Source: an optimization exercise on an open RTL-to-GDS flow (aim: a short achievable clock period and few clock cycles). Production flows keep margins and buffers that such runs may drop. Only simulation tests tie the RTL to the original design; equivalence was not proved. Power and IR drop assume default switching activity.

## design/flow/config.mk

```make
export PLATFORM = sky130hd
export DESIGN_NAME = cpu_core
export DESIGN_NICKNAME = cpu_core
export VERILOG_FILES = /design/flow/design.v
export SDC_FILE = /design/flow/constraint.sdc
export NUM_CORES = 4
export LEC_CHECK = 0
export CAP_MARGIN = 20
export CORE_MARGIN = 2
export CORE_UTILIZATION = 40
export SETUP_SLACK_MARGIN = 5
export SLEW_MARGIN = 20
export TNS_END_PERCENT = 100
```

## design/flow/constraint.sdc

```tcl
create_clock -name core_clock -period 9.0 [get_ports {clk}]
set_input_delay 1.8000 -clock core_clock [delete_from_list [all_inputs] [get_ports {clk}]]
set_output_delay 1.8000 -clock core_clock [all_outputs]
set_load 0.01 [all_outputs]
```

## design/flow/design.v

```verilog
`default_nettype none
package cpu_pkg;
    typedef logic [15:0] word_t;      
    typedef logic [31:0] instr_t;     
    typedef logic [3:0]  reg_idx_t;   
    localparam logic [5:0] OP_R_TYPE  = 6'h00;
    localparam logic [5:0] OP_LOAD    = 6'h01;
    localparam logic [5:0] OP_STORE   = 6'h02;
    localparam logic [5:0] OP_J       = 6'h03;
    localparam logic [5:0] OP_JAL     = 6'h04;
    localparam logic [5:0] OP_BEQ     = 6'h05;
    localparam logic [5:0] OP_BNE     = 6'h06;
    localparam logic [5:0] OP_JT      = 6'h07;
    localparam logic [5:0] OP_JF      = 6'h08;
    localparam logic [5:0] OP_LOADLIT = 6'h09;
    localparam logic [5:0] OP_ADDI    = 6'h0a;
    localparam logic [5:0] OP_ANDI    = 6'h0b;
    localparam logic [5:0] OP_ORI     = 6'h0c;
    localparam logic [5:0] OP_SLTI    = 6'h0d;
    localparam logic [5:0] FN_JR  = 6'h08;
    localparam logic [5:0] FN_ADD = 6'h20;
    localparam logic [5:0] FN_SUB = 6'h22;
    localparam logic [5:0] FN_AND = 6'h24;
    localparam logic [5:0] FN_OR  = 6'h25;
    localparam logic [5:0] FN_SLT = 6'h2a;
    typedef struct packed {
        logic add;
        logic sub;
        logic andl;
        logic orl;
        logic slt;
        logic pass;
    } aluop_t;
endpackage
`default_nettype wire
`timescale 1ns/10ps
`default_nettype none
module control_unit (
    input  cpu_pkg::instr_t  instr,
    output cpu_pkg::aluop_t  aluop,
    output logic             use_rs,       
    output logic             use_rt,       
    output logic             b_imm,        
    output logic             b_link,       
    output logic             reg_write,    
    output cpu_pkg::reg_idx_t dst,
    output logic             flag_write,
    output logic             is_load,
    output logic             is_store,
    output logic             is_jimm,      
    output logic             is_jreg,      
    output logic             is_branch,
    output logic             br_true,      
    output logic             br_inv        
);
    logic [5:0] op;
    logic [5:0] fn;
    logic       rtype_alu;
    assign op = instr[31:26];
    assign fn = instr[5:0];
    assign rtype_alu = (op == cpu_pkg::OP_R_TYPE) &&
                       (fn == cpu_pkg::FN_ADD || fn == cpu_pkg::FN_SUB || fn == cpu_pkg::FN_AND ||
                        fn == cpu_pkg::FN_OR  || fn == cpu_pkg::FN_SLT);
    always_comb begin
        aluop = '0;
        if (rtype_alu) begin
            aluop.add  = (fn == cpu_pkg::FN_ADD);
            aluop.sub  = (fn == cpu_pkg::FN_SUB);
            aluop.andl = (fn == cpu_pkg::FN_AND);
            aluop.orl  = (fn == cpu_pkg::FN_OR);
            aluop.slt  = (fn == cpu_pkg::FN_SLT);
        end else begin
            aluop.add  = (op == cpu_pkg::OP_ADDI);
            aluop.andl = (op == cpu_pkg::OP_ANDI);
            aluop.orl  = (op == cpu_pkg::OP_ORI);
            aluop.slt  = (op == cpu_pkg::OP_SLTI);
            aluop.pass = (op == cpu_pkg::OP_LOADLIT) || (op == cpu_pkg::OP_JAL);
        end
    end
    assign is_load   = (op == cpu_pkg::OP_LOAD);
    assign is_store  = (op == cpu_pkg::OP_STORE);
    assign is_jimm   = (op == cpu_pkg::OP_J);
    assign is_jreg   = (op == cpu_pkg::OP_JAL) || ((op == cpu_pkg::OP_R_TYPE) && (fn == cpu_pkg::FN_JR));
    assign is_branch = (op == cpu_pkg::OP_BEQ) || (op == cpu_pkg::OP_BNE) ||
                       (op == cpu_pkg::OP_JT)  || (op == cpu_pkg::OP_JF);
    assign br_true   = (op == cpu_pkg::OP_JT) || (op == cpu_pkg::OP_JF);
    assign br_inv    = (op == cpu_pkg::OP_BNE) || (op == cpu_pkg::OP_JF);
    assign use_rs = rtype_alu || is_load || is_store || is_jreg ||
                    (op >= cpu_pkg::OP_ADDI && op <= cpu_pkg::OP_SLTI);
    assign use_rt = rtype_alu || is_store;
    assign b_imm  = (op >= cpu_pkg::OP_LOADLIT && op <= cpu_pkg::OP_SLTI);
    assign b_link = (op == cpu_pkg::OP_JAL);
    assign reg_write  = rtype_alu || (op >= cpu_pkg::OP_LOADLIT && op <= cpu_pkg::OP_SLTI) ||
                        (op == cpu_pkg::OP_JAL);
    assign flag_write = rtype_alu || (op >= cpu_pkg::OP_ADDI && op <= cpu_pkg::OP_SLTI);
    always_comb begin
        if (rtype_alu)                   dst = instr[15:12];
        else if (op == cpu_pkg::OP_JAL)  dst = 4'd15;
        else                             dst = instr[21:18];
    end
endmodule
`default_nettype wire
`timescale 1ns/10ps
`default_nettype none
module cycle_fsm (
    input  logic  clk,
    input  logic  arst_n,
    input  logic  issue_load,
    input  logic  issue_store,
    input  cpu_pkg::word_t    addr,
    input  cpu_pkg::word_t    wdata,
    input  cpu_pkg::reg_idx_t load_dst,
    output cpu_pkg::word_t    dmem_addr,
    output cpu_pkg::word_t    dmem_wdata,
    output logic  dmem_we,
    output logic  dmem_re,            
    output cpu_pkg::reg_idx_t req_dst,    
    output logic  data_valid,         
    output cpu_pkg::reg_idx_t data_dst
);
    always_ff @(posedge clk or negedge arst_n) begin
        if (!arst_n) begin
            dmem_we    <= 1'b0;
            dmem_re    <= 1'b0;
            data_valid <= 1'b0;
        end else begin
            dmem_we    <= issue_store;
            dmem_re    <= issue_load;
            data_valid <= dmem_re;
        end
    end
    always_ff @(posedge clk) begin
        dmem_addr  <= addr;
        dmem_wdata <= wdata;
        req_dst    <= load_dst;
        data_dst   <= req_dst;
    end
endmodule
`default_nettype wire
`timescale 1ns/10ps
`default_nettype none
module program_counter (
    input  logic  clk,
    input  logic  arst_n,
    input  logic  refetch,            
    input  logic  redirect,           
    input  cpu_pkg::word_t target,
    input  logic  install,            
    output cpu_pkg::word_t fetch_addr,
    output cpu_pkg::word_t pc,
    output cpu_pkg::word_t pc_inc,    
    output logic  pc_valid,           
    output logic  predicted           
);
    logic           btb_valid;
    cpu_pkg::word_t btb_key;
    cpu_pkg::word_t btb_tgt;
    cpu_pkg::word_t fetch_inc;
    logic           hit;
    cpu_pkg::word_t early_addr;
    cpu_pkg::word_t redirect_addr;
    cpu_pkg::word_t next_addr;
    logic           ins_pending;
    cpu_pkg::word_t ins_key;
    cpu_pkg::word_t ins_tgt;
    assign fetch_inc = fetch_addr + cpu_pkg::word_t'(1);
    assign hit       = btb_valid && (btb_key == fetch_addr);
    assign early_addr    = refetch ? pc : (hit ? btb_tgt : fetch_inc);
    assign redirect_addr = predicted ? pc_inc : target;
    assign next_addr     = redirect ? redirect_addr : early_addr;
    always_ff @(posedge clk or negedge arst_n) begin
        if (!arst_n) begin
            fetch_addr <= '0;
            pc_valid   <= 1'b0;
            predicted  <= 1'b0;
            btb_valid  <= 1'b0;
        end else begin
            fetch_addr <= next_addr;
            pc_valid   <= !(redirect || refetch);
            predicted  <= !(redirect || refetch) && hit;
            if (ins_pending) begin
                btb_valid <= 1'b1;
            end
        end
    end
    always_ff @(posedge clk or negedge arst_n) begin
        if (!arst_n) begin
            ins_pending <= 1'b0;
        end else begin
            ins_pending <= install;
        end
    end
    always_ff @(posedge clk) begin
        pc      <= fetch_addr;
        pc_inc  <= fetch_inc;
        ins_key <= pc;
        ins_tgt <= target;
        if (ins_pending) begin
            btb_key <= ins_key;
            btb_tgt <= ins_tgt;
        end
    end
endmodule
`default_nettype wire
`timescale 1ns/10ps
`default_nettype none
module register_file (
    input  logic     clk,
    input  logic     arst_n,
    input  cpu_pkg::reg_idx_t rs_idx,
    input  cpu_pkg::reg_idx_t rt_idx,
    input  cpu_pkg::word_t    imm,
    input  logic     we_a,
    input  cpu_pkg::reg_idx_t wr_a,
    input  cpu_pkg::word_t    wd_a,
    input  logic     we_b,
    input  cpu_pkg::reg_idx_t wr_b,
    input  cpu_pkg::word_t    wd_b,
    output cpu_pkg::word_t    rs_data,
    output cpu_pkg::word_t    rt_data,
    output cpu_pkg::word_t    rs_plus_imm
);
    cpu_pkg::word_t regs [16];
    cpu_pkg::word_t sums [16];
    always_ff @(posedge clk or negedge arst_n) begin
        if (!arst_n) begin
            for (int i = 0; i < 16; i++) begin
                regs[i] <= '0;
            end
        end else begin
            for (int i = 0; i < 16; i++) begin
                if (we_a && wr_a == cpu_pkg::reg_idx_t'(i)) begin
                    regs[i] <= wd_a;
                end else if (we_b && wr_b == cpu_pkg::reg_idx_t'(i)) begin
                    regs[i] <= wd_b;
                end
            end
        end
    end
    always_comb begin
        rs_plus_imm = '0;
        for (int i = 0; i < 16; i++) begin
            sums[i] = regs[i] + imm;
            rs_plus_imm = rs_plus_imm | ({16{rs_idx == cpu_pkg::reg_idx_t'(i)}} & sums[i]);
        end
    end
    assign rs_data     = regs[rs_idx];
    assign rt_data     = regs[rt_idx];
endmodule
`default_nettype wire
`timescale 1ns/10ps
`default_nettype none
module alu_flags (
    input  logic  clk,
    input  logic  arst_n,
    input  cpu_pkg::aluop_t op,
    input  logic  flag_en,            
    input  cpu_pkg::word_t a,
    input  cpu_pkg::word_t b,
    output cpu_pkg::word_t result,
    output logic  zero_now,           
    output logic  true_now
);
    cpu_pkg::word_t sum;
    cpu_pkg::word_t diff;
    logic  lt;
    cpu_pkg::word_t carry_z;           
    logic  zero_add;
    logic  zero_next;
    logic  true_next;
    logic  zero_flag;
    logic  true_flag;
    assign sum  = a + b;
    assign diff = a - b;
    assign lt   = (a[15] ^ b[15]) ? a[15] : diff[15];
    always_comb begin
        result = '0;
        if (op.add)  result = result | sum;
        if (op.sub)  result = result | diff;
        if (op.andl) result = result | (a & b);
        if (op.orl)  result = result | (a | b);
        if (op.slt)  result = result | {15'd0, lt};
        if (op.pass) result = result | b;
    end
    assign carry_z  = {a[14:0] | b[14:0], 1'b0};
    assign zero_add = ((a ^ b) == carry_z);
    always_comb begin
        zero_next = 1'b0;
        true_next = 1'b0;
        if (op.add) begin
            zero_next = zero_add;
            true_next = a[0] ^ b[0];
        end
        if (op.sub) begin
            zero_next = (a == b);
            true_next = a[0] ^ b[0];
        end
        if (op.andl) begin
            zero_next = ((a & b) == '0);
            true_next = a[0] & b[0];
        end
        if (op.orl) begin
            zero_next = ((a | b) == '0);
            true_next = a[0] | b[0];
        end
        if (op.slt) begin
            zero_next = !lt;
            true_next = lt;
        end
    end
    always_ff @(posedge clk or negedge arst_n) begin
        if (!arst_n) begin
            zero_flag <= 1'b0;
            true_flag <= 1'b0;
        end else if (flag_en) begin
            zero_flag <= zero_next;
            true_flag <= true_next;
        end
    end
    assign zero_now = flag_en ? zero_next : zero_flag;
    assign true_now = flag_en ? true_next : true_flag;
endmodule
`default_nettype wire
`timescale 1ns/10ps
`default_nettype none
module cpu_core #(
    parameter cpu_pkg::word_t RESET_PC = '0
) (
    input  logic   clk,
    input  logic   arst_n,
    output cpu_pkg::word_t  imem_addr,         
    input  cpu_pkg::instr_t imem_rdata,
    output cpu_pkg::word_t  dmem_addr,
    output cpu_pkg::word_t  dmem_wdata,
    output logic   dmem_we,           
    output logic   dmem_re,           
    input  cpu_pkg::word_t  dmem_rdata
);
    cpu_pkg::word_t    pc1, pc1_inc;
    logic              v1, pred1;
    cpu_pkg::reg_idx_t rs1, rt1;
    cpu_pkg::word_t    imm1;
    cpu_pkg::aluop_t   aluop1;
    logic              use_rs1, use_rt1, b_imm1, b_link1, reg_write1, flag_write1;
    logic              is_load1, is_store1, is_jimm1, is_jreg1, is_branch1, br_true1, br_inv1;
    cpu_pkg::reg_idx_t dst1;
    cpu_pkg::word_t    rf_rs, rf_rt, rf_rs_imm;
    logic              fwd_ex_a, fwd_ex_b, fwd_ld_a, fwd_ld_b;
    cpu_pkg::word_t    opa1, opb1, addr1, addr_ex, addr_ld, rs_jump;
    logic              pass2, fwd_pass_a;
    logic              stall, go;
    logic              cond, taken;
    cpu_pkg::word_t    target;
    logic              redirect, install;
    logic              v2;
    cpu_pkg::word_t    opa2, opb2;
    cpu_pkg::aluop_t   aluop2;
    logic              reg_write2, flag_write2;
    cpu_pkg::reg_idx_t dst2;
    cpu_pkg::word_t    res2;
    logic              zero_now, true_now;
    logic              req_load;          
    cpu_pkg::reg_idx_t req_dst;
    logic              ld_valid;          
    cpu_pkg::reg_idx_t ld_dst;
    assign rs1  = imem_rdata[25:22];
    assign rt1  = imem_rdata[21:18];
    assign imm1 = imem_rdata[15:0];
    control_unit i_control_unit (
        .instr      (imem_rdata),
        .aluop      (aluop1),
        .use_rs     (use_rs1),
        .use_rt     (use_rt1),
        .b_imm      (b_imm1),
        .b_link     (b_link1),
        .reg_write  (reg_write1),
        .dst        (dst1),
        .flag_write (flag_write1),
        .is_load    (is_load1),
        .is_store   (is_store1),
        .is_jimm    (is_jimm1),
        .is_jreg    (is_jreg1),
        .is_branch  (is_branch1),
        .br_true    (br_true1),
        .br_inv     (br_inv1)
    );
    register_file i_register_file (
        .clk, .arst_n,
        .rs_idx      (rs1),
        .rt_idx      (rt1),
        .imm         (imm1),
        .we_a        (v2 && reg_write2),
        .wr_a        (dst2),
        .wd_a        (res2),
        .we_b        (ld_valid),
        .wr_b        (ld_dst),
        .wd_b        (dmem_rdata),
        .rs_data     (rf_rs),
        .rt_data     (rf_rt),
        .rs_plus_imm (rf_rs_imm)
    );
    assign fwd_ex_a = v2 && reg_write2 && dst2 == rs1;
    assign fwd_ex_b = v2 && reg_write2 && dst2 == rt1;
    assign fwd_ld_a = ld_valid && ld_dst == rs1;
    assign fwd_ld_b = ld_valid && ld_dst == rt1;
    always_comb begin
        if (fwd_ex_a)      opa1 = res2;
        else if (fwd_ld_a) opa1 = dmem_rdata;
        else               opa1 = rf_rs;
        if (fwd_ex_b)      opb1 = res2;
        else if (fwd_ld_b) opb1 = dmem_rdata;
        else               opb1 = rf_rt;
    end
    assign pass2     = aluop2.pass;
    assign fwd_pass_a = fwd_ex_a && pass2;
    assign addr_ex   = opb2 + imm1;
    assign addr_ld   = dmem_rdata + imm1;
    assign addr1     = ({16{fwd_pass_a}} & addr_ex) |
                       ({16{!fwd_ex_a && fwd_ld_a}} & addr_ld) |
                       ({16{!fwd_ex_a && !fwd_ld_a}} & rf_rs_imm);
    assign rs_jump   = ({16{fwd_pass_a}} & opb2) |
                       ({16{!fwd_ex_a && fwd_ld_a}} & dmem_rdata) |
                       ({16{!fwd_ex_a && !fwd_ld_a}} & rf_rs);
    assign stall = v1 && ((req_load &&
                           ((use_rs1 && req_dst == rs1) || (use_rt1 && req_dst == rt1))) ||
                          (fwd_ex_a && !pass2 && (is_load1 || is_store1 || is_jreg1)));
    assign go    = v1 && !stall;
    assign cond   = (br_true1 ? true_now : zero_now) ^ br_inv1;
    assign taken  = is_jimm1 || is_jreg1 || (is_branch1 && cond);
    assign target = is_jreg1 ? rs_jump : (is_jimm1 ? imm1 : pc1_inc + imm1);
    assign redirect     = go && (taken ^ pred1);
    assign install      = go && taken && !pred1 && (is_jimm1 || is_branch1);
    program_counter i_program_counter (
        .clk, .arst_n,
        .refetch      (stall),
        .redirect,
        .target,
        .install,
        .fetch_addr   (imem_addr),
        .pc           (pc1),
        .pc_inc       (pc1_inc),
        .pc_valid     (v1),
        .predicted    (pred1)
    );
    cycle_fsm i_cycle_fsm (
        .clk, .arst_n,
        .issue_load  (go && is_load1),
        .issue_store (go && is_store1),
        .addr        (addr1),
        .wdata       (opb1),
        .load_dst    (rt1),
        .dmem_addr,
        .dmem_wdata,
        .dmem_we,
        .dmem_re     (req_load),
        .req_dst,
        .data_valid  (ld_valid),
        .data_dst    (ld_dst)
    );
    assign dmem_re = req_load;
    always_ff @(posedge clk or negedge arst_n) begin
        if (!arst_n) begin
            v2 <= 1'b0;
        end else begin
            v2 <= go && (reg_write1 || flag_write1);
        end
    end
    always_ff @(posedge clk) begin
        opa2        <= opa1;
        opb2        <= b_link1 ? pc1_inc : (b_imm1 ? imm1 : opb1);
        aluop2      <= aluop1;
        reg_write2  <= reg_write1;
        flag_write2 <= flag_write1;
        dst2        <= dst1;
    end
    alu_flags i_alu_flags (
        .clk, .arst_n,
        .op        (aluop2),
        .flag_en   (v2 && flag_write2),
        .a         (opa2),
        .b         (opb2),
        .result    (res2),
        .zero_now,
        .true_now
    );
endmodule
`default_nettype wire
```

## design/flow/run.sh

```bash
#!/bin/bash
# synth_recipe.tcl (not shown) runs the flow's synth.tcl, then flattens the netlist and writes it again
# the make line also repeats each setting of config.mk as NAME=value (left out here)
make -C /OpenROAD-flow-scripts/flow DESIGN_CONFIG=/design/flow/config.mk WORK_HOME=/design/flow/orfs CLKGATE_MAP_FILE= SYNTH_SCRIPT=/design/flow/synth_recipe.tcl finish
```

==> summary.txt <==
==> layer usage <==
metal | part of all wire [%] | global-route usage (%) | up-vias
li1 | - | - | 18790
met1 | 38 | 54.34 | 21500
met2 | 38 | 55.95 | 3502
met3 | 16 | 19.82 | 772
met4 | 6.8 | 22.91 | 24
met5 | 0.20 | 1.250 | -
==> worst paths after layout <==
kind / start / endpoint / slack (ns) / cells past startpoint
hold reg to reg: i_program_counter.pc[15] / i_program_counter.ins_key[15] / 0.35 / 0
hold / removal: i_program_counter.pc[15] / i_program_counter.ins_key[15] / 0.35 / 0
setup / recovery: imem_rdata[0] / i_cycle_fsm.dmem_addr[12] / 4.43 / 16
max in group asynchronous: arst_n / i_program_counter.fetch_addr[14] / 6.33 / 2
setup reg to reg: opb2[1] / i_program_counter.fetch_addr[4] / 4.56 / 23
min in group asynchronous: arst_n / i_register_file.regs[8][14] / 1.19 / 1
==> through the flow <==
stage	instances	cell area (µm²)	hold slack (ns)	util, %	power (mW)
floorplan	4920	41220	0.3272	-	4.704
global placement	6196	43880	0.3417	43.26	5.945
detailed placement	6196	43880	0.3440	43.26	5.975
CTS	6386	48410	0.3547	47.72	8.543
global route	6437	49810	0.3597	49.10	9.181
finish	6449	49840	0.3541	49.13	8.894
==> critical path, stage by stage <==
cell,delay (ns)
buf_16,0.14
buf_12,0.15
ha_4,0.16
fa_2,0.35
a21oi_2,0.21
o21ai_2,0.09
o41a_1,0.33
a41o_1,0.24
o41ai_4,0.43
buf_4,0.18
buf_4,0.12
xnor2_4,0.08
a21oi_4,0.28
o2111ai_2,0.20
nor2_4,0.23
nor2_2,0.06
==> synthesized netlist by cell type (all sizes together) (32+ instances only) <==
| library cell | n |
|---|---|
| o22ai | 75 |
| mux2i | 211 |
| ha | 334 |
| clkbuf | 231 |
| dfrtp | 282 |
| nand2b | 46 |
| a22o | 38 |
| xnor2 | 148 |
| nand3 | 109 |
| a31oi | 55 |
| nor4 | 40 |
| edfxtp | 32 |
| a21oi | 414 |
| nand4 | 65 |
| a21o | 92 |
| buf | 90 |
| and3 | 34 |
| o21ai | 365 |
| inv | 103 |
| o211ai | 50 |
| nor2 | 332 |
| nand2 | 394 |
| o21a | 52 |
| o21bai | 35 |
| a211oi | 128 |
| dfxtp | 148 |
| a22oi | 196 |
| mux2 | 45 |
| a221oi | 51 |
| nor2b | 102 |
| nor3 | 110 |
| xor2 | 135 |
==> repair_timing <==
item                                    4_1_cts  5_1_grt
endpoints found under the setup margin      138       66
resized for setup                           482      227
gates cloned                                 14        4
setup buffers                                75       42
pin swaps                                   117      112
==> where the power goes <==
group	switching (mW)	internal [mW]	total, mW
sequential	0.539	2.43	2.97
clock	0.979	1.35	2.33
combinational	2.13	1.47	3.60
total	3.65	5.25	8.89
==> cell usage in the layout, fill, tap and decap left out, drive strengths merged, types with 148 or more instances in the layout <==
cell,count
a21oi,414
a22oi,196
buf,274
dfrtp,282
dfxtp,148
ha,334
mux2i,211
nand2,395
nor2,332
o21ai,365
xnor2,148
==> cell families after synthesis <==
logic type / after synthesis / share of synthesized area, %
flip-flops: 462 / 26.96
XOR/XNOR: 283 / 6.086
AND/OR/NAND/NOR: 1382 / 16.76
adder cells (fa/ha/maj): 356 / 11.34
AO/OA/AOI/OAI: 1754 / 28.24
buffers and inverters: 427 / 4.181
multiplexers: 256 / 6.430
==> registers in the layout, summed over array words and instances (netlist names), 6 cells and up <==
register / cells
i_program_counter.pc_inc: 16
i_register_file.regs: 256
opb2: 16
opa2: 16
i_program_counter.pc: 16
i_program_counter.fetch_addr: 16
i_program_counter.btb_key: 16
i_cycle_fsm.dmem_wdata: 16
aluop2: 6
i_program_counter.btb_tgt: 16
i_cycle_fsm.dmem_addr: 16
i_program_counter.ins_tgt: 16
i_program_counter.ins_key: 16
==> final cells by class <==
| type | count | area [µm²] | area share (%) |
|---|---|---|---|
| timing repair buffer | 362 | 3859 | 7.742 |
| antenna | 16 | 40.04 | 0.08033 |
| clock inverter | 25 | 227.7 | 0.4569 |
| tap | 1368 | 1712 | 3.434 |
| sequential | 462 | 11020 | 22.11 |
| multi-input combinational | 4034 | 30940 | 62.09 |
| inverter | 106 | 410.4 | 0.8234 |
| clock buffer | 76 | 1629 | 3.268 |
==> impl_metrics.env <==
export IMPL_status="finished clean"
export IMPL_first_global_vias=40200
export IMPL_critical_path_required_ns=9.51
export IMPL_chipWidth_um=323.1
export IMPL_timing_final_hold_violations=0
export IMPL_period_minus_slack_ns=4.567
export IMPL_setup_worst_path_start_class="input pin"
export IMPL_viasPerCell=6.915
export IMPL_synth_sequential_area_ratio_pct=26.96
export IMPL_detail_route_wl_per_cell_um=35.20
export IMPL_die_height_um=323.1
export IMPL_slew_limit_headroom_pct=25.52
export IMPL_core_region_area_um2=101400
export IMPL_grt_max_degree=135
export IMPL_worstHoldPathType="register to register"
export IMPL_via_count=44590
export IMPL_worst_pin_slew_ns=1.117
export IMPL_setup_viol=0
export IMPL_layout_worst_path_cycle_share_pct=50.74
export IMPL_ys_seq_elements=462
export IMPL_ctsHoldBuffers=0
export IMPL_synth_flop_cell="dfrtp_1"
export IMPL_endpoint_kind="register"
export IMPL_drt_antenna_violating_nets=0
export IMPL_tritoncts="done"
export IMPL_final_max_slew_violation_count=0
export IMPL_initial_utilization_pct=40.15
export IMPL_gp_congestion=1.078
export IMPL_initialDrtViolationCount=7027
export IMPL_grt_antenna_before_repair=22
export IMPL_path_max_fanout=11
export IMPL_worstSkewPairLatency_ns=0.66
export IMPL_drive_gt1_share_pct=18.05
export IMPL_cts_sinks=462
export IMPL_num_nets_final=5426
export IMPL_syn_cell_area_um2=40730
export IMPL_grt_pass1_wl_um=306700
export IMPL_power_leakage_nw=19.73
export IMPL_synth_edf_count=32
export IMPL_synth_top_cells_by_area="dfrtp_1, ha_1, dfxtp_1"
export IMPL_fillerInstances=9583
export IMPL_timing_clock_skew_ns=0.04502
export IMPL_port_buffers=97
export IMPL_synth_net_count=5326
export IMPL_io_pins=100
export IMPL_power_density_nw_per_um2=178.4
export IMPL_setup_total_negative_slack_ns=0
export IMPL_ir_worst_vdd_uv=175.4
export IMPL_syn_instance_count=4920
export IMPL_detail_route_drc_violations=0
export IMPL_max_cap_violations=0
export IMPL_floorplan_die_area_um2=104400
export IMPL_rsz0062_at_grt="true"
export IMPL_fmax_mhz=219.0
export IMPL_aggregate_global_routing_overflow=0
export IMPL_postSynth_asyncResetShare_pct=61.04
export IMPL_drt_first_pass_iters=10
export IMPL_setup_slack_ns=4.433
export IMPL_class_of_the_most_critical_setup_path="input pin to register"
export IMPL_syn_mean_instance_area_um2=8.278
export IMPL_yosys_cell_types_count=100
export IMPL_groute_usage_overall_pct=41.74
export IMPL_dpl_worst_slack_ns=2.061
export IMPL_cts_path_max_buffers=3
export IMPL_clock_tree_htree_level_count=2
export IMPL_area_growth_syn_to_layout_pct=22.38
export IMPL_worst_setup_hold_path_clk_slew_ns=0.06
export IMPL_cp_arrival_ns=5.08
export IMPL_cts_bufs_inserted=54
export IMPL_netlist_area_leader_share_pct=17.33
export IMPL_route_final_wire_length_um=227000
export IMPL_yosys_warnings=8
export IMPL_placement_row_count=117
export IMPL_root_buffer="clkbuf_16"
export IMPL_synthDominantAreaCellType="dfrtp_1"
export IMPL_detailed_place_hpwl_um=160800
Testbench counts, summed over its fixed seeds: cycles 10,003.

[static timing again, ports no longer ideal]
The results above use ideal ports. As a check the final layout listed here was re-extracted and re-timed, cells and wires unchanged.
Step 1 (the two cells are an assumption about what drives the block):
set clk [get_ports {clk}]
set_driving_cell -lib_cell sky130_fd_sc_hd__clkbuf_16 $clk
set_driving_cell -lib_cell sky130_fd_sc_hd__buf_2 [delete_from_list [all_inputs] $clk]
Step 2 times the ports against the registers' clock, not the clock port: input delays grow and output delays shrink by t, the midpoint of the rising clock arrivals with the driver on.
Three values: no drivers, after step 1, after step 2; two values: the first two.
shift t [ns]: 0.717
setup slack, ns: 4.433 / 4.266 / 3.549
latest minus earliest clock arrival (ns): 0.047 / 0.046
slew at the worst register clock pin (ns): 0.09 / 0.09
cell pins on the clock port's net: 1
After both steps this run still meets setup and hold. The setup slack of this run moves by -0.167 ns with the drivers and by -0.884 ns with both steps.
